Source: an optimization exercise on an open RTL-to-GDS flow (aim: small area and a short achievable clock period). Production flows keep margins and buffers that such runs may drop. Where RTL was checked, it was by simulation tests only, not by an equivalence proof against the original. For runs 3 to 5, only the layout was checked, not whether the RTL still works. No activity file was given, so power comes from the tool's default toggle rates. The flow treats the clock pin as an ideal source, which a real chip does not have.

--- flow/design.v ---
module router_lpm_mc #(
   parameter int unsigned N_CH   = 4,
   parameter int unsigned DEPTH  = 16,
   parameter int unsigned PORT_W = 16,
   parameter int unsigned IP_W   = 32,
   localparam int unsigned CH_W  = (N_CH > 1) ? $clog2(N_CH) : 1,
   localparam int unsigned IDX_W = (DEPTH > 1) ? $clog2(DEPTH) : 1
) (
   input  logic                 clk,
   input  logic                 rst,
   input  logic [N_CH-1:0]      lkp_valid,
   output logic [N_CH-1:0]      lkp_ready,
   input  logic [N_CH*IP_W-1:0] lkp_dst_ip,
   output logic                 resp_valid,
   input  logic                 resp_ready,
   output logic [CH_W-1:0]      resp_ch,
   output logic                 resp_found,
   output logic                 resp_is_default,
   output logic [IDX_W-1:0]     resp_idx,
   output logic [PORT_W-1:0]    resp_out_port,
   output logic [IP_W-1:0]      resp_next_hop_ip,
   input  logic                 cfg_wr,
   input  logic [IDX_W-1:0]     cfg_idx,
   input  logic                 cfg_entry_valid,
   input  logic [IP_W-1:0]      cfg_prefix,
   input  logic [5:0]           cfg_prefix_len,
   input  logic [PORT_W-1:0]    cfg_out_port,
   input  logic [IP_W-1:0]      cfg_next_hop_ip,
   input  logic                 cfg_clear,
   output logic [31:0]          stat_lookups,
   output logic [31:0]          stat_misses
);
   localparam int unsigned DW = PORT_W + IP_W;    
   logic [IP_W-1:0] tbl_prefix_q [DEPTH];
   logic [5:0]      tbl_len_q    [DEPTH];
   logic [DW-1:0]   tbl_data_q   [DEPTH];
   logic       tbl_kill;
   logic [5:0] len_wdata;
   assign tbl_kill  = rst | cfg_clear;
   assign len_wdata = (tbl_kill | ~cfg_entry_valid) ? 6'h3F :
                      (cfg_prefix_len[5] ? 6'd32 : cfg_prefix_len);
   for (genvar i = 0; i < DEPTH; i++) begin : g_tbl
      logic we;
      assign we = cfg_wr & ~cfg_clear & (cfg_idx == IDX_W'(i));
      always_ff @(posedge clk) begin
         if (we | tbl_kill) tbl_len_q[i] <= len_wdata;
         if (we) begin
            tbl_prefix_q[i] <= cfg_prefix;
            tbl_data_q[i]   <= {cfg_out_port, cfg_next_hop_ip};
         end
      end
   end
   logic            stall, accept, grant_vld;
   logic [CH_W-1:0] grant, rr_q;
   assign stall  = resp_valid & ~resp_ready;
   assign accept = grant_vld & ~stall;
   always_comb begin
      logic [CH_W-1:0] c;
      grant     = '0;
      grant_vld = 1'b0;
      for (int unsigned k = 0; k < N_CH; k++) begin
         c = rr_q + CH_W'(k);
         if (!grant_vld && lkp_valid[c]) begin
            grant_vld = 1'b1;
            grant     = c;
         end
      end
   end
   always_comb begin
      lkp_ready = '0;
      if (accept) lkp_ready[grant] = 1'b1;
   end
   logic            s1_valid_q;
   logic [CH_W-1:0] s1_ch_q;
   logic [IP_W-1:0] s1_ip_q;
   always_ff @(posedge clk) begin
      if (rst) begin
         rr_q       <= '0;
         s1_valid_q <= 1'b0;
      end else if (!stall) begin
         s1_valid_q <= grant_vld;
         if (grant_vld) rr_q <= grant + 1'b1;
      end
      if (!stall) begin
         s1_ch_q <= grant;
         s1_ip_q <= lkp_dst_ip[grant * IP_W +: IP_W];
      end
   end
   logic [DEPTH-1:0] match;
   for (genvar i = 0; i < DEPTH; i++) begin : g_match
      logic [5:0]      len;
      logic [IP_W-1:0] diff;
      logic [3:0]      full, part, miss;
      logic [7:0]      lead;
      assign len  = tbl_len_q[i];
      assign diff = s1_ip_q ^ tbl_prefix_q[i];
      always_comb begin
         for (int unsigned a = 0; a < 4; a++) begin
            full[a] = (len[5:3] > 3'(a));
            part[a] = (len[5:3] == 3'(a));
         end
         for (int unsigned b = 0; b < 8; b++) lead[b] = (len[2:0] > 3'(b));
         for (int unsigned a = 0; a < 4; a++) begin
            logic any_d, lead_d;
            any_d  = 1'b0;
            lead_d = 1'b0;
            for (int unsigned b = 0; b < 8; b++) begin
               any_d  = any_d | diff[31-8*a-b];
               lead_d = lead_d | (diff[31-8*a-b] & lead[b]);
            end
            miss[a] = (full[a] & any_d) | (part[a] & lead_d);
         end
      end
      assign match[i] = ~(len[5] & len[0]) & ~|miss;
   end
   localparam int unsigned NN = 2 * DEPTH - 1;
   logic             t_hit [NN];
   logic             t_win [NN];
   logic [5:0]       t_len [NN];
   logic [IDX_W-1:0] t_idx [NN];
   for (genvar i = 0; i < DEPTH; i++) begin : g_leaf
      assign t_hit[DEPTH-1+i] = match[i];
      assign t_len[DEPTH-1+i] = tbl_len_q[i];
      assign t_idx[DEPTH-1+i] = IDX_W'(i);
   end
   for (genvar n = DEPTH - 2; n >= 0; n--) begin : g_node
      logic pick_b;
      assign pick_b       = t_hit[2*n+2] & (~t_hit[2*n+1] | (t_len[2*n+2] > t_len[2*n+1]));
      assign t_hit[n]     = t_hit[2*n+1] | t_hit[2*n+2];
      assign t_len[n]     = pick_b ? t_len[2*n+2] : t_len[2*n+1];
      assign t_idx[n]     = pick_b ? t_idx[2*n+2] : t_idx[2*n+1];
      assign t_win[2*n+1] = t_win[n] & ~pick_b;
      assign t_win[2*n+2] = t_win[n] & pick_b;
   end
   assign t_win[0] = t_hit[0];
   logic [DW-1:0] win_dat;
   always_comb begin
      win_dat = '0;
      for (int unsigned i = 0; i < DEPTH; i++)
         if (t_win[DEPTH-1+i]) win_dat = win_dat | tbl_data_q[i];
   end
   logic             resp_valid_q, resp_found_q, resp_dflt_q;
   logic [CH_W-1:0]  resp_ch_q;
   logic [IDX_W-1:0] resp_idx_q;
   logic [DW-1:0]    resp_dat_q;
   logic [31:0]      stat_lookups_q, stat_misses_q;
   always_ff @(posedge clk) begin
      if (rst)         resp_valid_q <= 1'b0;
      else if (!stall) resp_valid_q <= s1_valid_q;
      if (!stall) begin
         resp_ch_q    <= s1_ch_q;
         resp_found_q <= t_hit[0];
         resp_dflt_q  <= t_hit[0] & (t_len[0] == 6'd0);
         resp_idx_q   <= t_idx[0];
         resp_dat_q   <= win_dat;
      end
   end
   always_ff @(posedge clk) begin
      if (rst) begin
         stat_lookups_q <= '0;
         stat_misses_q  <= '0;
      end else if (resp_valid_q && resp_ready) begin
         stat_lookups_q <= stat_lookups_q + 32'd1;
         if (!resp_found_q) stat_misses_q <= stat_misses_q + 32'd1;
      end
   end
   assign resp_valid       = resp_valid_q;
   assign resp_ch          = resp_ch_q;
   assign resp_found       = resp_found_q;
   assign resp_is_default  = resp_dflt_q;
   assign resp_idx         = resp_idx_q;
   assign {resp_out_port, resp_next_hop_ip} = resp_dat_q;
   assign stat_lookups     = stat_lookups_q;
   assign stat_misses      = stat_misses_q;
endmodule
--- flow/flow/run.sh ---
#!/bin/bash
set -e
bash standard.sh finish > standard.log 2>&1
--- flow/standard.sh ---
#!/bin/bash
# synth_recipe.tcl (not shown) runs the flow's synth.tcl, then flattens the netlist and writes it again
# the make line also repeats each setting of config.mk as NAME=value (left out here)
make -C /OpenROAD-flow-scripts/flow DESIGN_CONFIG=/design/flow/config.mk WORK_HOME=/design/flow/orfs CLKGATE_MAP_FILE= SYNTH_SCRIPT=/design/flow/synth_recipe.tcl "${@:-finish}"
--- flow/config.mk ---
export PLATFORM = sky130hd
export DESIGN_NAME = router_lpm_mc
export DESIGN_NICKNAME = router_lpm_mc
export VERILOG_FILES = /design/flow/design.v
export SDC_FILE = /design/flow/constraint.sdc
export NUM_CORES = 4
export LEC_CHECK = 0
export ABC_AREA = 1
export CAP_MARGIN = 20
export CORE_MARGIN = 2
export CORE_UTILIZATION = 40
export PLACE_DENSITY = 0.6
export SLEW_MARGIN = 20
--- flow/constraint.sdc ---
create_clock -name core_clock -period 29.0 [get_ports {clk}]
set_input_delay 5.8000 -clock core_clock [delete_from_list [all_inputs] [get_ports {clk}]]
set_output_delay 5.8000 -clock core_clock [all_outputs]
set_load 0.01 [all_outputs]
==> results of run 1 <==
cell usage in the layout (no fill, tap or decap), types with 52 or more instances in the layout:
master / Yosys / layout
a21oi_1: 135 / 135
nor2_1: 681 / 659
clkbuf_16: 0 / 165
xnor2_1: 135 / 135
buf_4: 59 / 130
nand4_1: 238 / 238
nand3_1: 841 / 841
dfxtp_1: 68 / 68
inv_1: 825 / 823
nor3_1: 59 / 59
o21ai_0: 133 / 132
xor2_1: 52 / 52
nand2_1: 2812 / 2804
edfxtp_1: 1466 / 1466
ha_1: 96 / 96
clkdlybuf4s50_1: 0 / 344
kinds of logic after synthesis:
family	Yosys count	share of synthesized area
AOI/OAI and AO/OA	344	0.0261
xor gates and xnor gates	187	0.0218
adders and majority gates	96	0.0160
buffers and inverters	1161	0.0664
DFF	1534	0.603
muxes	4	0.000532
and+or+nand+nor	4755	0.266
worst max-delay path, stage by stage:
cell and delay [ns]:
clkdlybuf4s50_1 0.43, or2_1 0.23, o21ai_0 0.11, inv_1 0.07, a21oi_1 0.24, nor3b_1 0.30, o21ai_0 0.27, o211ai_1 0.18
nand2_2 0.06, buf_4 0.32, inv_2 0.27, ha_1 0.18, inv_1 0.05, nor2_1 0.11, clkdlybuf4s50_1 0.55
synthesized netlist by cell type (68+ instances only):
cell	instances
ha_1	96
dfxtp_1	68
nand4_1	238
xnor2_1	135
o21ai_0	133
buf_2	138
nand3_1	841
a21oi_1	135
nand2_1	2812
edfxtp_1	1466
inv_1	825
nor2_1	681
routing by layer:
metal,GRT usage,share of wire,wire [µm]
met1,0.345,0.39,104000
met2,0.448,0.47,125000
met3,0.0450,0.085,22900
met4,0.156,0.062,16500
met5,0,0.00043,115
state kept, by name, indices dropped and copies added (netlist names):
name and flops:
resp_valid_q 1, stat_lookups_q 32, rr_q 2, s1_ip_q 32
resp_dflt_q 1, stat_misses_q 32, resp_ch_q 2, resp_found_q 1
resp_idx_q 4, s1_valid_q 1, resp_dat_q 48, s1_ch_q 2
tbl_len_q 96, tbl_prefix_q 512, tbl_data_q 768
power breakdown:
| group | switching (mW) | internal [mW] |
|---|---|---|
| clock | 0.931 | 1.19 |
| sequential | 0.0444 | 2.52 |
| combinational | 1.24 | 0.502 |
| total | 2.22 | 4.22 |
how the worst max path moves through the flow:
stage                 startpoint            to  slack, ns  depth (start not counted)
CTS                 lkp_valid[0]  lkp_ready[2]      14.04                         14
global placement    lkp_valid[0]  lkp_ready[2]      14.04                         14
floorplan             resp_ready  lkp_ready[0]      14.89                          4
finish              lkp_valid[0]  lkp_ready[1]      14.02                         15
detailed placement  lkp_valid[0]  lkp_ready[2]      14.05                         14
global route        lkp_valid[0]  lkp_ready[2]      13.71                         14
cell type report:
cell class,count,area [µm²],share of cell area
Clock buffer,198,4250,0.0490
Clock inverter,105,1130,0.0131
Antenna cell,14,35.0,0.000404
Sequential cell,1534,45400,0.523
Timing Repair Buffer,485,4500,0.0519
Inverter,865,3250,0.0375
Multi-Input combinational cell,5386,25100,0.289
Tap cell,2495,3120,0.0360
through the flow:
step	cell area, µm²	worst slack [ns]	utilization	std cells
final	86700	14.02	0.463	11100
after global routing	86700	13.71	0.463	11100
after CTS	86700	14.04	0.463	11100
after detailed placement	81300	14.05	0.434	10800
after global placement	81300	14.04	0.434	10800
after floorplan	75200	14.89	-	8081
==> results.tsv, run 1 <==
stage	metric	value	unit
synth	Mapped Area	0.0752	mm²
final_layout	# fillers	17500	
placed_design	IO Port Bufs	352	
timing	Peak Freq	66.8	MHz
critical_path	R2R Path Start	s1_ip_q[23]	
clock_network	# Post-CTS Setup Buffers	0	
worst_hold_path	hold_sp	s1_ch_q[0]	
placed_design	routability cong.	0.966	
route	Vias/cell	5.39	
timing	Final Hold Fails	0	
placed_design	Post-DP HPWL	173000	µm
critical_path	nature of the critical path startpoint	primary input	
floorplanning	Site Rows	159	
critical_path	Crit. End Element	output port	
route	Iteration-0 DRC Markers	6188	
synth	Synth Warn #	8	
clock_network	CTS tree	built	
floorplanning	Die W	438	µm
clock_network	Reg clk slew, reported paths	0.06	ns
synth	asr flop ratio synth	0	
grt	number of global-route vias before repair	56700	
grt	pin count of the biggest net entering global routing	196	
timing	unrepaired setup endpoints after global routing	false	
floorplanning	Die ar.	0.192	mm²
timing	Rel. slew slack	0.0157	
critical_path	largest fanout on the critical path	67	
timing	Hold WS	0.429	ns
route	DR pass1 iterations	6	
grt	initial antenna violation count	22	
critical_path	r2r endpoint	resp_dat_q[1]	
floorplanning	initial core utilization	0.401	
synth	synth top area cells	edfxtp_1 (59%), nand2_1 (14%), nand3_1 (5.6%), inv_1 (4.1%), nor2_1 (3.4%)	
worst_hold_path	worst min path class	flip-flop to flip-flop	
synth	Post-synth EDFFs	1466	
final_layout	layout cells sized above 1	0.0596	
floorplanning	I/O pins	353	
power_and_ir_drop	VDD IR max	0.0673	mV
timing	max-slew violation total from the final report	0	
synth	share of the synthesized area in the top cell type	0.585	
route	Final ANT Viol Nets	0	
clock_network	clock latency at the later pin of the worst-skew pair	0.85	ns
clock_network	CTS Buf Count	165	
synth	Seq cells post-synth	1534	
power_and_ir_drop	Total Power	6.43	mW
critical_path	Critical Path RT	23.20	ns
final_layout	synthesis-to-layout area growth	15.3	%
grt	GR Util All Layers	0.274	
route	drt total wl	269000	µm
floorplanning	Core ar.	0.187	mm²
timing	post-route clock period utilization	0.517	
synth	post-synth cell types	55	
timing	Layout Skew	0.0626	ns
timing	setup_tns	0	ns
critical_path	R2R depth	51	
route	# DRC	0	
synth	Synth Net Count	8405	
final_layout	nets	8761	
floorplanning	die height	438	µm
clock_network	CTS Root Cell	clkbuf_16	
worst_hold_path	Hold EP	resp_ch_q[0]	
route	DR WL/cell	24.3	µm
flow_run	# Max-Cap Violations	0	
clock_network	Clock Tree Buf Depth	3	
clock_network	post-cts gate resize count	0	
grt	total grt overflow	0	
synth	Seq/Total Area, Yosys	0.603	
worst_hold_path	Hold Crit Depth	0	
outcome	status	no timing/DRC/antenna violations	
timing	setup violation total in the final timing report	0	
critical_path	Worst Path Arrival	9.18	ns
synth	cell accounting for the most synthesized area	edfxtp_1	
clock_network	clk sinks	1534	
critical_path	Crit Path Class	primary input to output port	
grt	wire length of the first global-routing pass	382000	µm
timing	Period minus WS final	14.98	ns
synth	main flop type after synthesis	edfxtp_1	
clock_network	Hold Buf Count CTS	0	
power_and_ir_drop	Lkg Pwr	36.1	nW
critical_path	r2r setup slk	16.93	ns
power_and_ir_drop	PwrDens	74.1	mW/mm²
clock_network	H-Tree Depth	4	
synth	cells after synthesis	8081	
route	via count	59700	
synth	Syn Area/Cell	9.31	µm²
timing	Worst Tran Pin Value	1.48	ns
==> run 2: changes to the inputs <==
==> flow/run.sh (new file) <==
#!/bin/bash
# synth_recipe.tcl (not shown) runs the flow's synth.tcl, then flattens the netlist and writes it again
# the make line also repeats each setting of config.mk as NAME=value (left out here)
make -C /OpenROAD-flow-scripts/flow DESIGN_CONFIG=/design/flow/config.mk WORK_HOME=/design/flow/orfs CLKGATE_MAP_FILE= SYNTH_SCRIPT=/design/flow/synth_recipe.tcl finish
removed: flow/flow/run.sh
removed: flow/standard.sh
==> results.tsv, run 2 <==
stage	metric	value	unit	change
outcome	status	no timing/DRC/antenna violations		
clock_network	post-cts gate resize count	0		unchanged
floorplanning	die height	438	µm	unchanged
clock_network	H-Tree Depth	4		unchanged
clock_network	CTS Buf Count	165		unchanged
power_and_ir_drop	sw frac	0.345		unchanged
clock_network	CTS tree	built		
clock_network	Reg clk slew, reported paths	0.06	ns	about the same
route	Vias/cell	5.39		unchanged
synth	count leader, synth	nand2_1		
route	Final ANT Viol Nets	0		unchanged
synth	post-synth cell types	55		unchanged
final_layout	most common cell after layout, fill and taps aside	nand2_1		
critical_path	Critical Path RT	23.20	ns	about the same
floorplanning	Die W	438	µm	unchanged
timing	setup_tns	0	ns	unchanged
timing	Rel. slew slack	0.0157		unchanged
synth	synth top area cells	edfxtp_1 (59%), nand2_1 (14%), nand3_1 (5.6%), inv_1 (4.1%), nor2_1 (3.4%)		
critical_path	r2r endpoint	resp_dat_q[1]		
critical_path	crit path to	lkp_ready[1]		
synth	Mapped Area	0.0752	mm²	unchanged
synth	Syn Area/Cell	9.31	µm²	unchanged
final_layout	Largest Register	tbl_data_q		
clock_network	clock latency at the later pin of the worst-skew pair	0.85	ns	about the same
timing	Final Hold Fails	0		unchanged
synth	main flop type after synthesis	edfxtp_1		
critical_path	R2R depth	51		unchanged
final_layout	Largest register FFs	768		unchanged
grt	GR Util All Layers	0.274		unchanged
critical_path	largest fanout on the critical path	67		unchanged
critical_path	nature of the critical path startpoint	primary input		
grt	number of global-route vias before repair	56700		unchanged
floorplanning	Core ar.	0.187	mm²	unchanged
timing	Worst Tran Pin Value	1.48	ns	unchanged
synth	asr flop ratio synth	0		unchanged
route	Iteration-0 DRC Markers	6188		unchanged
timing	post-route clock period utilization	0.517		unchanged
placed_design	Post-DP HPWL	173000	µm	unchanged
synth	Post-synth top cells	nand2_1 (2812), edfxtp_1 (1466), nand3_1 (841)		
grt	pin count of the biggest net entering global routing	196		unchanged
synth	Synth Warn #	8		unchanged
worst_hold_path	hold_sp	s1_ch_q[0]		
critical_path	crit path from	lkp_valid[0]		
timing	Setup WS post-layout	14.02	ns	unchanged
power_and_ir_drop	Total Power	6.43	mW	unchanged
clock_network	Clock Tree Buf Depth	3		unchanged
power_and_ir_drop	VDD IR max	0.0673	mV	unchanged
timing	Period minus WS final	14.98	ns	unchanged
power_and_ir_drop	PwrDens	74.1	mW/mm²	unchanged
power_and_ir_drop	sequential share of power	0.399		about the same
route	via count	59700		unchanged
synth	Seq/Total Area, Yosys	0.603		unchanged
grt	busiest grt layer	met2		
synth	Synth Net Count	8405		unchanged
grt	met1 Use GR	0.345		unchanged
synth	cell accounting for the most synthesized area	edfxtp_1		
grt	wire length of the first global-routing pass	382000	µm	unchanged
clock_network	CTS Root Cell	clkbuf_16		
floorplanning	I/O pins	353		unchanged
final_layout	largest registers	tbl_data_q (768), tbl_prefix_q (512), tbl_len_q (96)		
flow_run	# Max-Cap Violations	0		unchanged
timing	unrepaired setup endpoints after global routing	false		
synth	share of the synthesized area in the top cell type	0.585		unchanged
clock_network	clk sinks	1534		unchanged
worst_hold_path	worst min path class	flip-flop to flip-flop		
timing	Layout Skew	0.0626	ns	unchanged
power_and_ir_drop	Logic pwr share	0.271		about the same
floorplanning	Site Rows	159		unchanged
clock_network	Hold Buf Count CTS	0		unchanged
timing	Peak Freq	66.8	MHz	unchanged
floorplanning	Die ar.	0.192	mm²	unchanged
critical_path	Crit Path Class	primary input to output port		
critical_path	Crit. End Element	output port		
critical_path	r2r setup slk	16.93	ns	about the same
timing	max-slew violation total from the final report	0		unchanged
placed_design	dpl ws	14.05	ns	unchanged
power_and_ir_drop	Clk pwr share	0.330		about the same
final_layout	commonest cells after routing, fill and taps aside	nand2_1 (2804), edfxtp_1 (1466), nand3_1 (841)		
final_layout	nets	8761		unchanged
critical_path	Worst Path Arrival	9.18	ns	about the same
grt	GRT met3 Usage	0.0450		unchanged
grt	initial antenna violation count	22		unchanged
clock_network	# Post-CTS Setup Buffers	0		unchanged
power_and_ir_drop	Power Internal	4.22	mW	unchanged
timing	setup violation total in the final timing report	0		unchanged
power_and_ir_drop	Switch Pwr	2.22	mW	unchanged
grt	met2 Resource Use GR	0.448		unchanged
route	drt total wl	269000	µm	unchanged
placed_design	IO Port Bufs	352		unchanged
synth	Post-synth EDFFs	1466		unchanged
route	DR pass1 iterations	6		unchanged
timing	Hold WS	0.429	ns	unchanged
final_layout	synthesis-to-layout area growth	15.3	%	unchanged
synth	cells after synthesis	8081		unchanged
floorplanning	initial core utilization	0.401		unchanged
placed_design	routability cong.	0.966		unchanged
route	# DRC	0		unchanged
synth	Seq cells post-synth	1534		unchanged
power_and_ir_drop	Lkg Pwr	36.1	nW	unchanged
grt	total grt overflow	0		unchanged
critical_path	R2R Path Start	s1_ip_q[23]		
route	DR WL/cell	24.3	µm	unchanged
final_layout	layout cells sized above 1	0.0596		unchanged
-- run 2: how the worst min path moves through the flow --
stage                        end  slack [ns]  cells past startpoint
floorplan           resp_ch_q[0]        0.40                      0
global placement    resp_ch_q[0]        0.40                      0
detailed placement  resp_ch_q[0]        0.41                      0
CTS                 resp_ch_q[0]        0.43                      0
global route        resp_ch_q[0]        0.43                      0
finish              resp_ch_q[0]        0.43                      0
-- run 2: layout make-up --
cell class / count / area (µm²)
flip-flops and latches: 1534 / 45400
clock inverters: 105 / 1130
diodes: 14 / 35.0
repair buffers: 485 / 4500
fillers: 17500 / 101000
multi-input cells: 5386 / 25100
inverters: 865 / 3250
well taps: 2495 / 3120
clock buffers: 198 / 4250
-- run 2: worst max-delay path, stage by stage --
cell	delay [ns]
clkdlybuf4s50_1	0.43
or2_1	0.23
o21ai_0	0.11
inv_1	0.07
a21oi_1	0.24
nor3b_1	0.30
o21ai_0	0.27
o211ai_1	0.18
nand2_2	0.06
buf_4	0.32
inv_2	0.27
ha_1	0.18
inv_1	0.05
nor2_1	0.11
clkdlybuf4s50_1	0.55
-- run 2: routing by layer --
metal / up-vias / share of wire
met3: 632 / 0.085
li1: 27500 / -
met4: 18 / 0.062
met1: 28700 / 0.39
met2: 2859 / 0.47
met5: - / 0.00043
-- run 2: through the flow --
step           area (µm²)  std cells   util
2_1_floorplan       75200       8081      -
3_3_place_gp        81300      10800  0.434
3_5_place_dp        81300      10800  0.434
4_1_cts             86700      11100  0.463
5_1_grt             86700      11100  0.463
6_report            86700      11100  0.463
-- run 2: power by group through the flow --
| stage | Clock [mW] | Sequential [mW] | Combinational [mW] |
|---|---|---|---|
| 2_1_floorplan | 0 | 2.60 | 1.11 |
| 3_3_place_gp | 0 | 2.61 | 1.70 |
| 3_5_place_dp | 0 | 2.61 | 1.71 |
| 4_1_cts | 2.15 | 2.57 | 1.72 |
| 5_1_grt | 2.23 | 2.57 | 1.89 |
| 6_report | 2.12 | 2.57 | 1.74 |
-- run 2: kinds of logic after synthesis --
group | Yosys count | synth area share
AOI/OAI and AO/OA | 344 | 0.0261
xor gates and xnor gates | 187 | 0.0218
adders and majority gates | 96 | 0.0160
buffers and inverters | 1161 | 0.0664
DFF | 1534 | 0.603
muxes | 4 | 0.000532
and+or+nand+nor | 4755 | 0.266
==> run 3: changes to the inputs <==
--- a/flow/design.v
+++ b/flow/design.v
@@ -71,8 +71,9 @@
       if (accept) lkp_ready[grant] = 1'b1;
    end
    logic            s1_valid_q;
-   logic [CH_W-1:0] s1_ch_q;
+   logic [CH_W-1:0] s1_ch;
    logic [IP_W-1:0] s1_ip_q;
+   assign s1_ch = rr_q - 1'b1;
    always_ff @(posedge clk) begin
       if (rst) begin
          rr_q       <= '0;
@@ -81,10 +82,7 @@
          s1_valid_q <= grant_vld;
          if (grant_vld) rr_q <= grant + 1'b1;
       end
-      if (!stall) begin
-         s1_ch_q <= grant;
-         s1_ip_q <= lkp_dst_ip[grant * IP_W +: IP_W];
-      end
+      if (!stall) s1_ip_q <= lkp_dst_ip[grant * IP_W +: IP_W];
    end
    logic [DEPTH-1:0] match;
    for (genvar i = 0; i < DEPTH; i++) begin : g_match
@@ -148,7 +146,7 @@
       if (rst)         resp_valid_q <= 1'b0;
       else if (!stall) resp_valid_q <= s1_valid_q;
       if (!stall) begin
-         resp_ch_q    <= s1_ch_q;
+         resp_ch_q    <= s1_ch;
          resp_found_q <= t_hit[0];
          resp_dflt_q  <= t_hit[0] & (t_len[0] == 6'd0);
          resp_idx_q   <= t_idx[0];
==> flow/flow/run.sh (new file) <==
#!/bin/bash
# Layout flow: the standard flow, with
#  - synthesis mapped by this flow's ABC script (area oriented, no delay target); the
#    registers come out of the standard steps unchanged,
#  - extra ORFS settings appended to config.mk (port buffer cell, clock tree options).
# Each step's full output goes to a log file here; ORFS's own logs are under orfs/logs.
set -euo pipefail
WORK=$(pwd)
FL=$WORK/flow

# synth_core.tcl: ORFS's synth.tcl with its abc call pointed at this flow's script
python3 - "$FLOW_HOME/scripts/synth.tcl" "$WORK/synth_core.tcl" <<'PY'
import sys
s = open(sys.argv[1]).read()
old = "  log_cmd abc {*}$abc_args\n"
assert s.count(old) == 1
new = ("  set my_abc_args [list -script $::env(MY_ABC_SCRIPT) {*}$lib_args {*}$lib_dont_use_args \\\n"
       "    -constr $::env(OBJECTS_DIR)/abc.constr]\n"
       "  log_cmd abc {*}$my_abc_args\n")
open(sys.argv[2], "w").write(s.replace(old, new))
PY

cat "$FL/extra.mk" >> config.mk

sed "s#SYNTH_SCRIPT=[^ ]*#SYNTH_SCRIPT=$FL/my_synth.tcl MY_FLOW_DIR=$WORK MY_ABC_SCRIPT=$FL/abc_area.script#" \
    standard.sh > my_standard.sh
grep -q "MY_ABC_SCRIPT" my_standard.sh

bash my_standard.sh synth > synth.log 2>&1
bash my_standard.sh finish > layout.log 2>&1
test -f out/final.def
==> flow/flow/abc_area.script (new file) <==
strash
&get -n
&fraig -x
&put
scorr
dc2
strash
&get -n
&dch -f
&nf -R 1000
&put
strash
dc2
&get -n
&dch -f
&nf -R 1000
&put
==> flow/flow/extra.mk (new file) <==
export BUFFER_PORTS_ARGS = -buffer_cell sky130_fd_sc_hd__buf_2
==> flow/flow/my_synth.tcl (new file) <==
# synth_recipe.tcl with this flow's copy of the ORFS synthesis script (synth_core.tcl, made by
# run.sh), which differs from the original only in its ABC mapping script.
proc synth {args} { yosys synth -nofsm -noshare {*}$args }
source $::env(MY_FLOW_DIR)/synth_core.tcl
# left out here: clear keep_hierarchy, flatten, clean up, hide names made inside functions, write 1_2_yosys.v
==> flow/standard.sh (new file) <==
#!/bin/bash
# synth_recipe.tcl (not shown) runs the flow's synth.tcl, then flattens the netlist and writes it again
# the make line also repeats each setting of config.mk as NAME=value (left out here)
make -C /OpenROAD-flow-scripts/flow DESIGN_CONFIG=/design/flow/config.mk WORK_HOME=/design/flow/orfs CLKGATE_MAP_FILE= SYNTH_SCRIPT=/design/flow/synth_recipe.tcl "${@:-finish}"
--- a/flow/config.mk
+++ b/flow/config.mk
@@ -11,3 +11,4 @@
 export CORE_UTILIZATION = 40
 export PLACE_DENSITY = 0.6
 export SLEW_MARGIN = 20
+export BUFFER_PORTS_ARGS = -buffer_cell sky130_fd_sc_hd__buf_2
removed: flow/run.sh
==> results.tsv, run 3 <==
stage	metric	value	unit	change
clock_network	CTS Buf Count	159		-3.6%
critical_path	crit path from	lkp_valid[3]		
route	Final ANT Viol Nets	0		unchanged
critical_path	crit-path cells	buf_2 -> mux2_1 -> and2_0 -> nor4_1 -> o21ai_0 -> a32oi_4 -> buf_4 -> clkinv_1 -> ha_1 -> and2_0 -> buf_2		
synth	Synth Warn #	8		unchanged
worst_hold_path	worst min path class	flip-flop to flip-flop		
clock_network	Reg clk slew, reported paths	0.05	ns	about the same
grt	GR Util All Layers	0.256		-0.0184
timing	setup_tns	0	ns	unchanged
synth	share of the synthesized area in the top cell type	0.691		+0.105
placed_design	IO Port Bufs	352		unchanged
critical_path	R2R Path Start	s1_ip_q[6]		
synth	Mapped Area	0.0636	mm²	-15%
outcome	status	no timing/DRC/antenna violations		
clock_network	CTS tree	built		
critical_path	family with the most delay on the worst path	buffers and inverters		
placed_design	routability cong.	0.920		-4.8%
route	# DRC	0		unchanged
synth	cell accounting for the most synthesized area	edfxtp_1		
floorplanning	Die ar.	0.162	mm²	-15%
placed_design	Post-DP HPWL	115000	µm	-33%
critical_path	r2r setup slk	17.15	ns	+0.22 ns
timing	Worst Tran Pin Value	1.19	ns	-0.285 ns
route	Iteration-0 DRC Markers	6673		+7.8%
route	Vias/cell	6.13		+14%
clock_network	CTS Root Cell	clkbuf_16		
critical_path	R2R depth	47		-7.8%
timing	Period minus WS final	14.43	ns	-0.553 ns
synth	cells after synthesis	4194		-48%
final_layout	layout cells sized above 1	0.151		+0.0913
final_layout	synthesis-to-layout area growth	17.0	%	
timing	Final Hold Fails	0		unchanged
critical_path	nature of the critical path startpoint	primary input		
route	DR WL/cell	30.3	µm	+25%
critical_path	Critical path buffers and inverters	4		-2
route	drt total wl	212000	µm	-21%
placed_design	dpl ws	14.51	ns	+0.467 ns
clock_network	H-Tree Depth	4		unchanged
grt	total grt overflow	0		unchanged
route	DR pass1 iterations	8		+2
critical_path	largest fanout on the critical path	36		-46%
critical_path	Crit Path Class	primary input to output port		
final_layout	final instance area	0.0745	mm²	-14%
synth	Seq cells post-synth	1532		-0.13%
grt	number of global-route vias before repair	41000		-28%
timing	unrepaired setup endpoints after global routing	false		
critical_path	Critical Path RT	23.20	ns	about the same
synth	Syn Area/Cell	15.2	µm²	+63%
floorplanning	Core ar.	0.158	mm²	-16%
synth	synth top area cells	edfxtp_1 (69%), xnor2_1 (3.8%), a222oi_1 (3.4%), xor2_1 (3.2%), dfxtp_1 (2.1%)		
grt	wire length of the first global-routing pass	296000	µm	-22%
clock_network	# Post-CTS Setup Buffers	0		unchanged
power_and_ir_drop	PwrDens	81.8	mW/mm²	+10%
grt	initial antenna violation count	31		+41%
timing	post-route clock period utilization	0.497		-0.0191
final_layout	Largest register FFs	768		unchanged
synth	asr flop ratio synth	0		unchanged
critical_path	CP peak stage delay	0.57	ns	+0.02 ns
critical_path	Worst Path Arrival	8.63	ns	-0.55 ns
critical_path	Crit. End Element	output port		
clock_network	Hold Buf Count CTS	0		unchanged
clock_network	Clock Tree Buf Depth	3		unchanged
timing	Peak Freq	69.3	MHz	+3.8%
floorplanning	die height	403	µm	-7.9%
floorplanning	Site Rows	146		-8.2%
synth	post-synth cell types	63		+15%
synth	count leader, synth	edfxtp_1		
critical_path	slowest CP cell	buf_4		
timing	Setup WS post-layout	14.57	ns	+0.553 ns
synth	Seq/Total Area, Yosys	0.712		+0.109
final_layout	Largest Register	tbl_data_q		
synth	main flop type after synthesis	edfxtp_1		
synth	Post-synth top cells	edfxtp_1 (1464), xnor2_1 (275), nor2_1 (265)		
timing	Layout Skew	0.0791	ns	+0.0164 ns
final_layout	most common cell after layout, fill and taps aside	edfxtp_1		
route	via count	42900		-28%
placed_design	Placement Cell Area	0.0690	mm²	-15%
power_and_ir_drop	VDD IR max	0.0697	mV	+3.5%
floorplanning	Die W	403	µm	-7.9%
timing	max-slew violation total from the final report	0		unchanged
grt	pin count of the biggest net entering global routing	70		-64%
critical_path	r2r endpoint	resp_dat_q[8]		
final_layout	commonest cells after routing, fill and taps aside	edfxtp_1 (1464), buf_2 (352), xnor2_1 (275)		
critical_path	WP depth	11		-4
synth	Synth Net Count	4518		-46%
timing	Rel. slew slack	0.205		+0.189
floorplanning	I/O pins	353		unchanged
synth	Post-synth EDFFs	1464		-0.14%
floorplanning	initial core utilization	0.402		+0.000935
final_layout	nets	5128		-41%
power_and_ir_drop	Lkg Pwr	24.6	nW	-32%
final_layout	largest registers	tbl_data_q (768), tbl_prefix_q (512), tbl_len_q (96)		
clock_network	post-cts gate resize count	0		unchanged
flow_run	# Max-Cap Violations	0		unchanged
clock_network	clk sinks	1532		-0.13%
critical_path	crit path to	lkp_ready[2]		
clock_network	clock latency at the later pin of the worst-skew pair	0.82	ns	-0.03 ns
timing	setup violation total in the final timing report	0		unchanged
run 3: cell count changes in the layout (fill, tap and decap cells not counted), sizes merged, moves of 76 or more:
cell           previous run  this run
clkdlybuf4s50           344         0
xor2                     52       231
buf                     141       449
a21oi                   137       240
a222oi                    0       219
nor2                    697       265
nand3                   843       103
nand2                  2826       206
xnor2                   135       275
nand4                   238        50
inv                     864         5
clkinv                   84       160
run 3: kinds of logic (layout without fill, tap and decap cells):
family | after synthesis | after routing | share of synthesized area
and+or+nand+nor | 995 | 995 | 0.0790
buffers and inverters | 101 | 837 | 0.00596
AOI/OAI and AO/OA | 912 | 912 | 0.0998
adders and majority gates | 96 | 96 | 0.0189
other | 0 | 6 | 0
xor gates and xnor gates | 506 | 506 | 0.0696
DFF | 1532 | 1532 | 0.712
muxes | 52 | 52 | 0.0145
run 3: layout make-up:
class,instances,area [µm²]
diodes,6,15.0
multi-input cells,2561,18200
clock inverters,88,1270
clock buffers,199,4170
inverters,101,384
flip-flops and latches,1532,45300
well taps,2072,2590
repair buffers,449,2510
fillers,13800,83700
run 3: how the worst min path moves through the flow:
| stage | startpoint | to | slack, ns | cells after the start |
|---|---|---|---|---|
| after floorplan | s1_valid_q | resp_valid_q | 0.44 | 2 |
| after global placement | stat_lookups_q[31] | stat_lookups_q[31] | 0.44 | 1 |
| after detailed placement | stat_lookups_q[31] | stat_lookups_q[31] | 0.46 | 1 |
| after CTS | stat_lookups_q[31] | stat_lookups_q[31] | 0.47 | 1 |
| after global routing | s1_valid_q | resp_valid_q | 0.47 | 2 |
| final | stat_lookups_q[31] | stat_lookups_q[31] | 0.46 | 1 |
run 3: worst register-to-register path, delay by kind of cell (launching register included):
kind,cells,cell delay (ns)
fa+ha+maj,3,0.98
mux,2,0.55
xor+xnor,1,0.23
compound gates,21,3.69
buf+inv,5,1.71
flops,1,0.34
simple gates,15,4.19
run 3: per-layer routing:
layer,share of wire,vias to the layer above,routed length (µm),track usage
met2,0.45,2616,95100,0.392
met3,0.11,461,23500,0.0515
li1,-,18200,-,-
met5,0.00078,-,165,0
met1,0.40,21700,85000,0.355
met4,0.041,24,8610,0.106
run 3: where the power goes:
part	total, mW	switching, mW	leakage (nW)	internal [mW]
clock network	2.12	0.896	2.62	1.22
logic	1.40	0.937	8.04	0.466
registers	2.57	0.0521	14.0	2.52
total	6.09	1.89	24.6	4.20
run 3: stage by stage:
stage	util	hold slack (ns)	instances	power, mW
5_1_grt	0.471	0.470	7003	6.28
4_1_cts	0.470	0.466	6998	6.09
3_3_place_gp	0.436	0.438	6711	3.98
2_1_floorplan	-	0.441	4194	3.44
6_report	0.471	0.458	7008	6.09
3_5_place_dp	0.436	0.458	6711	3.99
==> run 4: changes to the inputs <==
--- a/flow/design.v
+++ b/flow/design.v
@@ -50,25 +50,36 @@
          end
       end
    end
-   logic            stall, accept, grant_vld;
-   logic [CH_W-1:0] grant, rr_q;
-   assign stall  = resp_valid & ~resp_ready;
-   assign accept = grant_vld & ~stall;
+   logic            stall, grant_vld;
+   logic [CH_W-1:0] rr_q, rr_next;
+   logic [N_CH-1:0] gnt;
+   assign stall     = resp_valid & ~resp_ready;
+   assign grant_vld = |lkp_valid;
    always_comb begin
-      logic [CH_W-1:0] c;
-      grant     = '0;
-      grant_vld = 1'b0;
-      for (int unsigned k = 0; k < N_CH; k++) begin
-         c = rr_q + CH_W'(k);
-         if (!grant_vld && lkp_valid[c]) begin
-            grant_vld = 1'b1;
-            grant     = c;
-         end
+      logic [N_CH-1:0] ahead;
+      for (int unsigned c = 0; c < N_CH; c++) begin
+         for (int unsigned j = 0; j < N_CH; j++)
+            ahead[j] = (CH_W'(CH_W'(j) - rr_q) < CH_W'(CH_W'(c) - rr_q));
+         gnt[c] = lkp_valid[c] & ~|(ahead & lkp_valid);
       end
    end
+   assign lkp_ready = stall ? '0 : gnt;
    always_comb begin
-      lkp_ready = '0;
-      if (accept) lkp_ready[grant] = 1'b1;
+      rr_next = '0;
+      for (int unsigned c = 0; c < N_CH; c++)
+         if (gnt[c]) rr_next = rr_next | CH_W'(c + 1);
+   end
+   logic [CH_W-1:0] gnt_ch;
+   logic [IP_W-1:0] gnt_ip;
+   always_comb begin
+      gnt_ch = '0;
+      for (int unsigned c = 0; c < N_CH; c++)
+         if (gnt[c]) gnt_ch = gnt_ch | CH_W'(c);
+   end
+   always_comb begin
+      gnt_ip = '0;
+      for (int unsigned c = 0; c < N_CH; c++)
+         if (gnt_ch == CH_W'(c)) gnt_ip = lkp_dst_ip[c * IP_W +: IP_W];
    end
    logic            s1_valid_q;
    logic [CH_W-1:0] s1_ch;
@@ -80,9 +91,9 @@
          s1_valid_q <= 1'b0;
       end else if (!stall) begin
          s1_valid_q <= grant_vld;
-         if (grant_vld) rr_q <= grant + 1'b1;
+         if (grant_vld) rr_q <= rr_next;
       end
-      if (!stall) s1_ip_q <= lkp_dst_ip[grant * IP_W +: IP_W];
+      if (!stall) s1_ip_q <= gnt_ip;
    end
    logic [DEPTH-1:0] match;
    for (genvar i = 0; i < DEPTH; i++) begin : g_match
@@ -111,6 +122,11 @@
       end
       assign match[i] = ~(len[5] & len[0]) & ~|miss;
    end
+   function automatic logic len_gt(input logic [5:0] a, input logic [5:0] b);
+      len_gt = 1'b0;
+      for (int unsigned k = 0; k < 6; k++)
+         len_gt = (a[k] & ~b[k]) | (~(a[k] ^ b[k]) & len_gt);
+   endfunction
    localparam int unsigned NN = 2 * DEPTH - 1;
    logic             t_hit [NN];
    logic             t_win [NN];
@@ -123,7 +139,7 @@
    end
    for (genvar n = DEPTH - 2; n >= 0; n--) begin : g_node
       logic pick_b;
-      assign pick_b       = t_hit[2*n+2] & (~t_hit[2*n+1] | (t_len[2*n+2] > t_len[2*n+1]));
+      assign pick_b       = t_hit[2*n+2] & (~t_hit[2*n+1] | len_gt(t_len[2*n+2], t_len[2*n+1]));
       assign t_hit[n]     = t_hit[2*n+1] | t_hit[2*n+2];
       assign t_len[n]     = pick_b ? t_len[2*n+2] : t_len[2*n+1];
       assign t_idx[n]     = pick_b ? t_idx[2*n+2] : t_idx[2*n+1];
==> flow/flow/abc_area.script (replaced) <==
strash
&get -n
&fraig -x
&put
scorr
dc2
strash
&get -n
&dch -f
&nf
&put
==> flow/flow/extra.mk (replaced) <==
export BUFFER_PORTS_ARGS = -buffer_cell sky130_fd_sc_hd__buf_2
export CTS_ARGS = -sink_clustering_enable -repair_clock_nets -buf_list {sky130_fd_sc_hd__clkbuf_8} -root_buf sky130_fd_sc_hd__clkbuf_16 -sink_clustering_size 18 -sink_clustering_max_diameter 60 -dont_use_dummy_load
--- a/flow/config.mk
+++ b/flow/config.mk
@@ -8,7 +8,8 @@
 export ABC_AREA = 1
 export CAP_MARGIN = 20
 export CORE_MARGIN = 2
-export CORE_UTILIZATION = 40
-export PLACE_DENSITY = 0.6
+export CORE_UTILIZATION = 55
+export PLACE_DENSITY = 0.7
 export SLEW_MARGIN = 20
 export BUFFER_PORTS_ARGS = -buffer_cell sky130_fd_sc_hd__buf_2
+export CTS_ARGS = -sink_clustering_enable -repair_clock_nets -buf_list {sky130_fd_sc_hd__clkbuf_8} -root_buf sky130_fd_sc_hd__clkbuf_16 -sink_clustering_size 18 -sink_clustering_max_diameter 60 -dont_use_dummy_load
==> results.tsv, run 4 <==
stage	metric	value	unit	change
route	# DRC	0		unchanged
final_layout	synthesis-to-layout area growth	10.2	%	
timing	post-route clock period utilization	0.449		-0.0489
final_layout	nets	5053		-1.5%
power_and_ir_drop	sw frac	0.269		-0.0408
critical_path	crit path to	lkp_ready[2]		
critical_path	R2R Path Start	tbl_len_q[9][2]		
power_and_ir_drop	PwrDens	59.5	mW/mm²	-27%
grt	wire length of the first global-routing pass	294000	µm	-0.66%
final_layout	layout cells sized above 1	0.130		-0.0206
floorplanning	initial core utilization	0.555		+0.152
synth	share of the synthesized area in the top cell type	0.694		+0.00345
placed_design	IO Port Bufs	352		unchanged
grt	initial antenna violation count	29		-6.5%
timing	Final Hold Fails	0		unchanged
route	drt total wl	212000	µm	-0.13%
final_layout	commonest cells after routing, fill and taps aside	edfxtp_1 (1464), buf_2 (352), xnor2_1 (253)		
critical_path	largest fanout on the critical path	35		-2.8%
synth	count leader, synth	edfxtp_1		
final_layout	multi-input logic area	0.0179	mm²	-1.7%
clock_network	CTS Root Cell	clkbuf_16		
power_and_ir_drop	sequential share of power	0.606		+0.184
critical_path	r2r endpoint	resp_dat_q[9]		
synth	Seq/Total Area, Yosys	0.716		+0.00356
clock_network	clk sinks	1532		unchanged
synth	asr flop ratio synth	0		unchanged
timing	Rel. slew slack	0.213		+0.00840
power_and_ir_drop	VDD IR max	0.0423	mV	-39%
power_and_ir_drop	Power Internal	3.04	mW	-28%
grt	number of global-route vias before repair	41200		+0.55%
timing	Worst Tran Pin Value	1.17	ns	-0.0237 ns
floorplanning	Die ar.	0.118	mm²	-27%
synth	Synth Warn #	8		unchanged
final_layout	most common cell after layout, fill and taps aside	edfxtp_1		
clock_network	H-Tree Depth	3		-1
clock_network	clock latency at the later pin of the worst-skew pair	0.71	ns	-0.11 ns
route	DR WL/cell	33.9	µm	+12%
timing	setup violation total in the final timing report	0		unchanged
route	Final ANT Viol Nets	0		unchanged
critical_path	Crit. End Element	output port		
outcome	status	no timing/DRC/antenna violations		
floorplanning	die height	343	µm	-15%
clock_network	CTS tree	built		
synth	Synth Net Count	4472		-1.0%
flow_run	# Max-Cap Violations	0		unchanged
critical_path	crit path from	lkp_valid[2]		
grt	pin count of the biggest net entering global routing	70		unchanged
synth	synth top area cells	edfxtp_1 (69%), a222oi_1 (3.6%), xnor2_1 (3.5%), xor2_1 (3.4%), dfxtp_1 (2.1%)		
timing	Peak Freq	76.9	MHz	+11%
final_layout	# fillers	8789		-36%
synth	cells after synthesis	4165		-0.69%
grt	total grt overflow	0		unchanged
synth	Mapped Area	0.0633	mm²	-0.50%
clock_network	Reg clk slew, reported paths	0.11	ns	+0.06 ns
route	Vias/cell	6.90		+13%
clock_network	Clock Tree Buf Depth	3		unchanged
timing	Hold WS	0.470	ns	+0.0121 ns
critical_path	nature of the critical path startpoint	primary input		
timing	unrepaired setup endpoints after global routing	false		
floorplanning	Die W	343	µm	-15%
final_layout	largest registers	tbl_data_q (768), tbl_prefix_q (512), tbl_len_q (96)		
route	DR pass1 iterations	10		+2
critical_path	Critical Path RT	23.20	ns	about the same
floorplanning	Site Rows	124		-15%
timing	Period minus WS final	13.01	ns	-1.42 ns
final_layout	Largest register FFs	768		unchanged
critical_path	R2R depth	43		-8.5%
final_layout	Reg area	0.0453	mm²	unchanged
floorplanning	Core ar.	0.114	mm²	-28%
placed_design	Post-DP HPWL	127000	µm	+10%
clock_network	# Post-CTS Setup Buffers	0		unchanged
critical_path	Crit Path Class	primary input to output port		
critical_path	Worst Path Arrival	7.21	ns	-1.42 ns
synth	main flop type after synthesis	edfxtp_1		
floorplanning	I/O pins	353		unchanged
route	Iteration-0 DRC Markers	7788		+17%
timing	max-slew violation total from the final report	0		unchanged
route	via count	43200		+0.56%
synth	Post-synth top cells	edfxtp_1 (1464), xnor2_1 (253), xor2_1 (246)		
synth	post-synth cell types	70		+11%
clock_network	CTS Buf Count	115		-28%
synth	Syn Area/Cell	15.2	µm²	+0.20%
final_layout	Largest Register	tbl_data_q		
synth	Post-synth EDFFs	1464		unchanged
timing	setup_tns	0	ns	unchanged
grt	GR Util All Layers	0.355		+0.0996
clock_network	Hold Buf Count CTS	0		unchanged
power_and_ir_drop	Logic pwr share	0.142		-0.088
power_and_ir_drop	Switch Pwr	1.12	mW	-41%
placed_design	routability cong.	1.05		+14%
critical_path	r2r setup slk	17.11	ns	-0.04 ns
clock_network	post-cts gate resize count	0		unchanged
timing	Layout Skew	0.0946	ns	+0.0155 ns
power_and_ir_drop	Clk pwr share	0.252		-0.096
synth	cell accounting for the most synthesized area	edfxtp_1		
synth	Seq cells post-synth	1532		unchanged
worst_hold_path	worst min path class	flip-flop to flip-flop		
power_and_ir_drop	Lkg Pwr	23.3	nW	-5.4%
-- run 4: cell count changes after synthesis, sizes merged, moves of 32 or more --
cell and delta:
and3 +64, nor2 -63, a221oi +50, a22o +50, a21oi -49, and4 -43
mux4 -32
-- run 4: how the worst min path moves through the flow --
stage	from	endpoint	depth (start not counted)
global placement	stat_misses_q[31]	stat_misses_q[31]	1
global route	stat_misses_q[31]	stat_misses_q[31]	1
detailed placement	stat_misses_q[31]	stat_misses_q[31]	1
floorplan	s1_valid_q	s1_valid_q	2
CTS	s1_valid_q	s1_valid_q	2
finish	stat_misses_q[31]	stat_misses_q[31]	1
-- run 4: cell type report --
| class | count | share of cell area |
|---|---|---|
| Antenna cell | 2 | 0.0000717 |
| Clock buffer | 115 | 0.0241 |
| Inverter | 98 | 0.00531 |
| Multi-Input combinational cell | 2535 | 0.256 |
| Sequential cell | 1532 | 0.650 |
| Tap cell | 1512 | 0.0271 |
| Timing Repair Buffer | 464 | 0.0376 |
-- run 4: critical path, cell delays in order --
cell and delay (ns):
buf_2 0.16, o21ai_0 0.17, a211oi_4 0.23, buf_4 0.48
and2_0 0.22, buf_2 0.14
-- run 4: routing by layer --
| layer | vias to the layer above | GRT usage | share of wire |
|---|---|---|---|
| li1 | 17900 | - | - |
| met1 | 21500 | 0.480 | 0.36 |
| met2 | 3149 | 0.551 | 0.45 |
| met3 | 575 | 0.0718 | 0.13 |
| met4 | 10 | 0.181 | 0.058 |
| met5 | - | 0 | 0.00026 |
-- run 4: logic make-up after synthesis --
family                     count (synthesis)  synth area share
adders and majority gates                 79            0.0156
xor gates and xnor gates                 499            0.0690
muxes                                     13           0.00213
buffers and inverters                     98           0.00581
DFF                                     1532             0.716
AOI/OAI and AO/OA                        981             0.114
and+or+nand+nor                          963            0.0774
-- run 4: power by group through the flow --
| stage | registers, mW | clock network [mW] | logic [mW] |
|---|---|---|---|
| 3_3_place_gp | 2.56 | 0 | 0.563 |
| 4_1_cts | 2.51 | 1.05 | 0.572 |
| 2_1_floorplan | 2.60 | 0 | 0.266 |
| 6_report | 2.52 | 1.05 | 0.590 |
| 3_5_place_dp | 2.56 | 0 | 0.569 |
| 5_1_grt | 2.52 | 1.13 | 0.619 |
-- run 4: stage by stage --
stage	instances	worst slack, ns	power [mW]	util	instance area (µm²)
floorplan	4165	14.63	2.87	-	63300
global route	6258	15.88	4.26	0.611	69800
detailed placement	6139	15.99	3.13	0.596	68000
finish	6258	15.99	4.15	0.611	69800
CTS	6254	15.98	4.14	0.611	69700
global placement	6139	15.98	3.13	0.596	68000
==> run 5: changes to the inputs <==
==> flow/flow/extra.mk (replaced) <==
export BUFFER_PORTS_ARGS = -buffer_cell sky130_fd_sc_hd__buf_2
export CTS_ARGS = -sink_clustering_enable -repair_clock_nets -buf_list {sky130_fd_sc_hd__clkbuf_16} -root_buf sky130_fd_sc_hd__clkbuf_16 -sink_clustering_size 30 -sink_clustering_max_diameter 80 -dont_use_dummy_load
--- a/flow/config.mk
+++ b/flow/config.mk
@@ -12,4 +12,4 @@
 export PLACE_DENSITY = 0.7
 export SLEW_MARGIN = 20
 export BUFFER_PORTS_ARGS = -buffer_cell sky130_fd_sc_hd__buf_2
-export CTS_ARGS = -sink_clustering_enable -repair_clock_nets -buf_list {sky130_fd_sc_hd__clkbuf_8} -root_buf sky130_fd_sc_hd__clkbuf_16 -sink_clustering_size 18 -sink_clustering_max_diameter 60 -dont_use_dummy_load
+export CTS_ARGS = -sink_clustering_enable -repair_clock_nets -buf_list {sky130_fd_sc_hd__clkbuf_16} -root_buf sky130_fd_sc_hd__clkbuf_16 -sink_clustering_size 30 -sink_clustering_max_diameter 80 -dont_use_dummy_load
==> results.tsv, run 5 <==
stage	metric	value	unit	change
clock_network	CTS tree	built		
floorplanning	initial core utilization	0.555		unchanged
clock_network	Clock Tree Buf Depth	3		unchanged
critical_path	slowest CP cell	buf_4		
final_layout	Reg area	0.0453	mm²	unchanged
synth	cells after synthesis	4165		unchanged
grt	total grt overflow	0		unchanged
critical_path	r2r endpoint	resp_dat_q[9]		
floorplanning	die height	343	µm	unchanged
worst_hold_path	hold_sp	stat_misses_q[31]		
final_layout	final instance area	0.0696	mm²	-0.22%
final_layout	# fillers	8789		unchanged
route	via count	43000		-0.31%
final_layout	Largest Register	tbl_data_q		
critical_path	family with the most delay on the worst path	buffers and inverters		
flow_run	# Max-Cap Violations	0		unchanged
clock_network	post-cts gate resize count	0		unchanged
power_and_ir_drop	PwrDens	59.2	mW/mm²	-0.56%
synth	Seq/Total Area, Yosys	0.716		unchanged
clock_network	clock latency at the later pin of the worst-skew pair	0.75	ns	+0.04 ns
critical_path	Worst Path Arrival	7.21	ns	about the same
final_layout	multi-input logic area	0.0179	mm²	about the same
placed_design	Placement Cell Area	0.0680	mm²	unchanged
clock_network	Hold Buf Count CTS	0		unchanged
synth	post-synth cell types	70		unchanged
final_layout	Largest register FFs	768		unchanged
synth	Post-synth EDFFs	1464		unchanged
timing	Rel. slew slack	0.182		-0.0313
critical_path	crit-path cells	buf_2 -> nand2_1 -> o21ai_0 -> a211oi_4 -> buf_4 -> and2_0 -> buf_2		
synth	Synth Net Count	4472		unchanged
final_layout	non-filler cells, final	6208		-0.80%
placed_design	Placed Cells	6139		unchanged
grt	pin count of the biggest net entering global routing	70		unchanged
floorplanning	Die W	343	µm	unchanged
timing	Peak Freq	76.9	MHz	about the same
critical_path	R2R Path Start	tbl_len_q[9][2]		
route	DR WL/cell	34.0	µm	+0.24%
synth	share of the synthesized area in the top cell type	0.694		unchanged
timing	post-route clock period utilization	0.448		about the same
timing	setup violation total in the final timing report	0		unchanged
critical_path	Critical Path RT	23.20	ns	about the same
clock_network	H-Tree Depth	2		-1
critical_path	nature of the critical path startpoint	primary input		
clock_network	CTS Root Cell	clkbuf_16		
grt	GR Util All Layers	0.353		-0.00210
clock_network	# Post-CTS Setup Buffers	0		unchanged
floorplanning	Site Rows	124		unchanged
worst_hold_path	Hold Crit Depth	1		unchanged
clock_network	Reg clk slew, reported paths	0.09	ns	-0.02 ns
synth	Mapped Area	0.0633	mm²	unchanged
placed_design	routability cong.	1.05		unchanged
final_layout	largest registers	tbl_data_q (768), tbl_prefix_q (512), tbl_len_q (96)		
power_and_ir_drop	Lkg Pwr	23.2	nW	-0.52%
critical_path	Worst path most repeated cell	buf_2		
critical_path	Critical path buffers and inverters	3		unchanged
timing	setup_tns	0	ns	unchanged
synth	main flop type after synthesis	edfxtp_1		
grt	wire length of the first global-routing pass	293000	µm	-0.42%
final_layout	commonest cells after routing, fill and taps aside	edfxtp_1 (1464), buf_2 (352), xnor2_1 (253)		
timing	Final Hold Fails	0		unchanged
route	# DRC	0		unchanged
final_layout	layout cells sized above 1	0.120		-0.0102
route	drt total wl	211000	µm	-0.56%
route	Iteration-0 DRC Markers	7606		-2.3%
synth	Post-synth top cells	edfxtp_1 (1464), xnor2_1 (253), xor2_1 (246)		
synth	Synth Warn #	8		unchanged
timing	Period minus WS final	13.01	ns	-0.00310 ns
final_layout	synthesis-to-layout area growth	9.94	%	
critical_path	Crit Path Class	primary input to output port		
critical_path	r2r setup slk	17.08	ns	-0.03 ns
route	DR pass1 iterations	9		-1
timing	Worst Tran Pin Value	1.21	ns	+0.0435 ns
placed_design	IO Port Bufs	352		unchanged
final_layout	nets	4999		-1.1%
final_layout	most common cell after layout, fill and taps aside	edfxtp_1		
critical_path	CP peak stage delay	0.49	ns	about the same
synth	cell accounting for the most synthesized area	edfxtp_1		
timing	max-slew violation total from the final report	0		unchanged
synth	asr flop ratio synth	0		unchanged
clock_network	CTS Buf Count	61		-47%
grt	number of global-route vias before repair	40800		-1.0%
critical_path	largest fanout on the critical path	35		unchanged
worst_hold_path	worst min path class	flip-flop to flip-flop		
floorplanning	Core ar.	0.114	mm²	unchanged
critical_path	R2R depth	43		unchanged
clock_network	clk sinks	1532		unchanged
outcome	status	no timing/DRC/antenna violations		
timing	Layout Skew	0.0688	ns	-0.0258 ns
synth	Seq cells post-synth	1532		unchanged
synth	synth top area cells	edfxtp_1 (69%), a222oi_1 (3.6%), xnor2_1 (3.5%), xor2_1 (3.4%), dfxtp_1 (2.1%)		
synth	count leader, synth	edfxtp_1		
timing	unrepaired setup endpoints after global routing	false		
route	Vias/cell	6.93		+0.49%
floorplanning	I/O pins	353		unchanged
floorplanning	Die ar.	0.118	mm²	unchanged
power_and_ir_drop	VDD IR max	0.0575	mV	+36%
critical_path	Crit. End Element	output port		
synth	Syn Area/Cell	15.2	µm²	unchanged
route	Final ANT Viol Nets	0		unchanged
worst_hold_path	Hold EP	stat_misses_q[31]		
grt	initial antenna violation count	29		unchanged
placed_design	Post-DP HPWL	127000	µm	unchanged
## run 5: cell counts after synthesis
No cell type changed its count.
## run 5: worst reg2reg max path: cells and delay by family (launching register included)
family | cells | cell delay, ns
buffers and inverters | 4 | 1.37
flip-flops | 1 | 0.68
AO/OA/AOI/OAI | 27 | 6.33
adder cells (fa/ha/maj) | 3 | 0.90
AND/OR/NAND/NOR | 9 | 2.53
## run 5: area by class of cell
cell class	instances	share of cell area
Timing Repair Buffer	464	0.0377
Inverter	98	0.00532
Antenna cell	6	0.000216
Multi-Input combinational cell	2535	0.257
Clock buffer	61	0.0219
Sequential cell	1532	0.651
Tap cell	1512	0.0272
## run 5: cells by family after synthesis
logic type,share of synthesized area
XOR/XNOR,0.0690
multiplexers,0.00213
AND/OR/NAND/NOR,0.0774
adder cells (fa/ha/maj),0.0156
flip-flops,0.716
AO/OA/AOI/OAI,0.114
buffers and inverters,0.00581
## run 5: metal layers
| layer | GRT usage | share of wire | routed length [µm] | vias up |
|---|---|---|---|---|
| met2 | 0.555 | 0.46 | 96200 | 3101 |
| met4 | 0.173 | 0.055 | 11700 | 12 |
| met1 | 0.478 | 0.36 | 76900 | 21500 |
| met3 | 0.0656 | 0.12 | 26100 | 541 |
| met5 | 0 | 0.00029 | 62 | - |
| li1 | - | - | - | 17900 |
## run 5: metrics by stage
step	setup WS (ns)	power, mW	utilization	hold slack (ns)
finish	15.99	4.12	0.610	0.465
global route	15.88	4.23	0.610	0.484
CTS	15.98	4.11	0.609	0.467
detailed placement	15.99	3.13	0.596	0.455
global placement	15.98	3.13	0.596	0.438
floorplan	14.63	2.87	-	0.431
## run 5: power breakdown
part	total, mW	internal (mW)	leakage (nW)	switching, mW
registers	2.52	2.47	14.0	0.0438
clock network	1.02	0.377	0.752	0.638
logic	0.589	0.180	8.46	0.409
total	4.12	3.03	23.2	1.09
## run 5: worst max-delay path by stage
stage / to / depth (start not counted) / startpoint / slack (ns)
6_report: lkp_ready[1] / 7 / lkp_valid[3] / 15.99
5_1_grt: lkp_ready[1] / 7 / lkp_valid[3] / 15.88
4_1_cts: lkp_ready[2] / 6 / lkp_valid[2] / 15.98
3_5_place_dp: lkp_ready[2] / 6 / lkp_valid[2] / 15.99
3_3_place_gp: lkp_ready[2] / 7 / lkp_valid[0] / 15.98
2_1_floorplan: lkp_ready[0] / 3 / resp_ready / 14.63
==> run 6: changes to the inputs <==
--- a/flow/design.v
+++ b/flow/design.v
@@ -93,7 +93,7 @@
          s1_valid_q <= grant_vld;
          if (grant_vld) rr_q <= rr_next;
       end
-      if (!stall) s1_ip_q <= gnt_ip;
+      if (!stall && grant_vld) s1_ip_q <= gnt_ip;
    end
    logic [DEPTH-1:0] match;
    for (genvar i = 0; i < DEPTH; i++) begin : g_match
@@ -161,7 +161,7 @@
    always_ff @(posedge clk) begin
       if (rst)         resp_valid_q <= 1'b0;
       else if (!stall) resp_valid_q <= s1_valid_q;
-      if (!stall) begin
+      if (!stall && s1_valid_q) begin
          resp_ch_q    <= s1_ch;
          resp_found_q <= t_hit[0];
          resp_dflt_q  <= t_hit[0] & (t_len[0] == 6'd0);
==> flow/flow/run.sh (replaced) <==
#!/bin/bash
# Layout flow: the standard flow (standard.sh), with two changes.
#  1. Synthesis runs ORFS's own synthesis script except for the final ABC mapping: the
#     combinational cone of the lkp_ready outputs is mapped first, on its own, with a
#     speed script (abc_fast.script); the rest is then mapped with an area script
#     (abc_area.script) and without the half-adder extraction step. The registers come out
#     of the same steps as in the standard synthesis.
#  2. extra.mk adds ORFS settings: the port buffer cell and the clock tree options.
# Each step's full output goes to a log file here; ORFS's own logs are under orfs/logs.
set -euo pipefail
WORK=$(pwd)
FL=$WORK/flow

# synth_core.tcl: ORFS's synth.tcl with the abc call replaced as described above
python3 - "$FLOW_HOME/scripts/synth.tcl" "$WORK/synth_core.tcl" <<'PY'
import sys
s = open(sys.argv[1]).read()
old = "  log_cmd abc {*}$abc_args\n"
assert s.count(old) == 1
new = """  select -set my_cone o:lkp_ready %cie* {t:$_*_} %i
  select -count @my_cone
  log_cmd abc -script $::env(MY_FAST_SCRIPT) {*}$lib_args {*}$lib_dont_use_args \\
    -constr $::env(OBJECTS_DIR)/abc.constr @my_cone
  log_cmd abc -script $::env(MY_ABC_SCRIPT) {*}$lib_args {*}$lib_dont_use_args \\
    -constr $::env(OBJECTS_DIR)/abc.constr
"""
open(sys.argv[2], "w").write(s.replace(old, new))
PY

cat "$FL/extra.mk" >> config.mk

sed "s#SYNTH_SCRIPT=[^ ]*#SYNTH_SCRIPT=$FL/my_synth.tcl MY_FLOW_DIR=$WORK MY_ABC_SCRIPT=$FL/abc_area.script MY_FAST_SCRIPT=$FL/abc_fast.script#" \
    standard.sh > my_standard.sh
grep -q "MY_ABC_SCRIPT" my_standard.sh

bash my_standard.sh synth ADDER_MAP_FILE= > synth.log 2>&1
bash my_standard.sh finish > layout.log 2>&1
test -f out/final.def
==> flow/flow/abc_area.script (replaced) <==
strash
&get -n
&fraig -x
&put
scorr
dc2
strash
&get -n
&dch -f
&nf -p -R 1000 -F 8
&put
==> flow/flow/abc_fast.script (new file) <==
strash
&get -n
&st
&syn2
&if -g -K 6
&synch2
&nf
&put
buffer -c
topo
upsize -c
dnsize -c
--- a/flow/config.mk
+++ b/flow/config.mk
@@ -8,8 +8,8 @@
 export ABC_AREA = 1
 export CAP_MARGIN = 20
 export CORE_MARGIN = 2
-export CORE_UTILIZATION = 55
-export PLACE_DENSITY = 0.7
+export CORE_UTILIZATION = 70
+export PLACE_DENSITY = 0.8
 export SLEW_MARGIN = 20
 export BUFFER_PORTS_ARGS = -buffer_cell sky130_fd_sc_hd__buf_2
 export CTS_ARGS = -sink_clustering_enable -repair_clock_nets -buf_list {sky130_fd_sc_hd__clkbuf_16} -root_buf sky130_fd_sc_hd__clkbuf_16 -sink_clustering_size 30 -sink_clustering_max_diameter 80 -dont_use_dummy_load
==> results.tsv, run 6 <==
stage	metric	value	unit	change
timing	unrepaired setup endpoints after global routing	false		
timing	Final Hold Fails	0		unchanged
floorplanning	Site Rows	109		-12%
final_layout	commonest cells after routing, fill and taps aside	edfxtp_1 (1464), buf_2 (352), nand2_1 (274)		
timing	setup_tns	0	ns	unchanged
grt	pin count of the biggest net entering global routing	70		unchanged
route	DR pass1 iterations	10		+1
synth	Syn Area/Cell	15.3	µm²	+0.42%
placed_design	Post-DP HPWL	111000	µm	-13%
synth	Mapped Area	0.0624	mm²	-1.5%
timing	Peak Freq	80.3	MHz	+4.5%
route	drt total wl	196000	µm	-7.3%
final_layout	largest registers	tbl_data_q (768), tbl_prefix_q (512), tbl_len_q (96)		
timing	post-route clock period utilization	0.429		-0.0192
outcome	status	no timing/DRC/antenna violations		
worst_hold_path	worst min path class	flip-flop to flip-flop		
synth	cells after synthesis	4087		-1.9%
grt	wire length of the first global-routing pass	272000	µm	-7.2%
clock_network	clock latency at the later pin of the worst-skew pair	0.71	ns	-0.04 ns
synth	Post-synth EDFFs	1464		unchanged
floorplanning	initial core utilization	0.706		+0.152
placed_design	IO Port Bufs	352		unchanged
synth	Synth Warn #	8		unchanged
critical_path	R2R Path Start	s1_ip_q[3]		
worst_hold_path	Hold Crit Depth	1		unchanged
timing	Layout Skew	0.0755	ns	+0.00668 ns
grt	GR Util All Layers	0.421		+0.0684
synth	Seq cells post-synth	1532		unchanged
floorplanning	Die W	303	µm	-12%
critical_path	r2r endpoint	resp_dat_q[23]		
timing	Period minus WS final	12.45	ns	-0.556 ns
route	Vias/cell	7.37		+6.4%
placed_design	routability cong.	1.01		-4.3%
critical_path	R2R depth	42		-2.3%
power_and_ir_drop	Lkg Pwr	22.4	nW	-3.3%
final_layout	most common cell after layout, fill and taps aside	edfxtp_1		
floorplanning	Die ar.	0.0915	mm²	-22%
route	Final ANT Viol Nets	0		unchanged
critical_path	crit path from	lkp_valid[0]		
power_and_ir_drop	Total Power	4.15	mW	+0.63%
critical_path	Crit. End Element	output port		
floorplanning	I/O pins	353		unchanged
power_and_ir_drop	VDD IR max	0.0555	mV	-3.5%
final_layout	Util after Layout	0.771		+0.161
final_layout	Largest register FFs	768		unchanged
floorplanning	die height	303	µm	-12%
synth	Post-synth top cells	edfxtp_1 (1464), nand2_1 (274), xnor2_1 (260)		
timing	Setup WS post-layout	16.55	ns	+0.556 ns
critical_path	Critical Path RT	23.20	ns	about the same
clock_network	post-cts gate resize count	0		unchanged
clock_network	CTS Root Cell	clkbuf_16		
grt	number of global-route vias before repair	40000		-1.9%
synth	post-synth cell types	71		+1.4%
clock_network	Hold Buf Count CTS	0		unchanged
critical_path	largest fanout on the critical path	8		-77%
synth	count leader, synth	edfxtp_1		
clock_network	H-Tree Depth	2		unchanged
critical_path	Crit Path Class	primary input to output port		
timing	max-slew violation total from the final report	0		unchanged
clock_network	CTS Buf Count	61		unchanged
timing	Rel. slew slack	0.218		+0.0364
grt	initial antenna violation count	6		-79%
critical_path	r2r setup slk	16.69	ns	-0.39 ns
synth	synth top area cells	edfxtp_1 (70%), xnor2_1 (3.6%), a222oi_1 (3.5%), xor2_1 (3.4%), dfxtp_1 (2.2%)		
timing	Hold WS	0.512	ns	+0.0475 ns
synth	share of the synthesized area in the top cell type	0.705		+0.0103
grt	total grt overflow	0		unchanged
flow_run	# Max-Cap Violations	0		unchanged
synth	cell accounting for the most synthesized area	edfxtp_1		
floorplanning	Core ar.	0.0884	mm²	-23%
power_and_ir_drop	PwrDens	60.9	mW/mm²	+2.8%
-- run 6: cell types whose count changed after synthesis, sizes merged, moves of 36 or more --
| cell | delta |
|---|---|
| ha | -79 |
| and3 | -79 |
| a22oi | +46 |
| a221oi | -40 |
| mux2i | +36 |
| nand2 | +81 |
| a22o | -48 |
-- run 6: cell families after synthesis --
logic type               count (synthesis)  share of synthesized area
XOR/XNOR                               499                     0.0700
AO/OA/AOI/OAI                          906                      0.105
buffers and inverters                   85                    0.00511
multiplexers                            46                    0.00740
adder cells (fa/ha/maj)                 33                    0.00529
AND/OR/NAND/NOR                        986                     0.0811
flip-flops                            1532                      0.726
-- run 6: area by class of cell --
class | instances | area (µm²)
diodes | 2 | 5.00
flip-flops and latches | 1532 | 45300
inverters | 85 | 319
repair buffers | 448 | 2480
multi-input cells | 2470 | 17000
clock buffers | 61 | 1530
well taps | 1165 | 1460
fillers | 5329 | 20300
-- run 6: per-layer routing --
metal  global-route usage  vias to the layer above  part of all wire
li1                     -                    17500                 -
met1                0.571                    20600              0.33
met2                0.647                     3699              0.45
met3               0.0967                      692              0.15
met4                0.223                        4             0.063
met5                    0                        -           0.00014
-- run 6: worst max-delay path: stages --
cell and delay (ns):
buf_2 0.14, o21ai_0 0.17, o211a_1 0.27, and2_1 0.15, buf_2 0.12
-- run 6: metrics by stage --
step / area [µm²] / cells
floorplan: 62400 / 4087
global placement: 66600 / 5700
detailed placement: 66600 / 5700
CTS: 68100 / 5761
global route: 68100 / 5761
finish: 68100 / 5763
-- run 6: worst min path at each step --
stage,startpoint,end,slack [ns]
2_1_floorplan,s1_valid_q,s1_valid_q,0.47
3_3_place_gp,stat_misses_q[8],stat_misses_q[8],0.47
3_5_place_dp,stat_lookups_q[17],stat_lookups_q[17],0.48
4_1_cts,stat_lookups_q[17],stat_lookups_q[17],0.51
5_1_grt,stat_misses_q[1],stat_misses_q[1],0.53
6_report,stat_lookups_q[17],stat_lookups_q[17],0.51
-- run 6: where the power goes --
group / total, mW / leakage (nW) / switching, mW / internal [mW]
registers: 2.53 / 13.9 / 0.0545 / 2.48
clock network: 0.993 / 0.752 / 0.617 / 0.376
logic: 0.623 / 7.78 / 0.431 / 0.193
total: 4.15 / 22.4 / 1.10 / 3.04
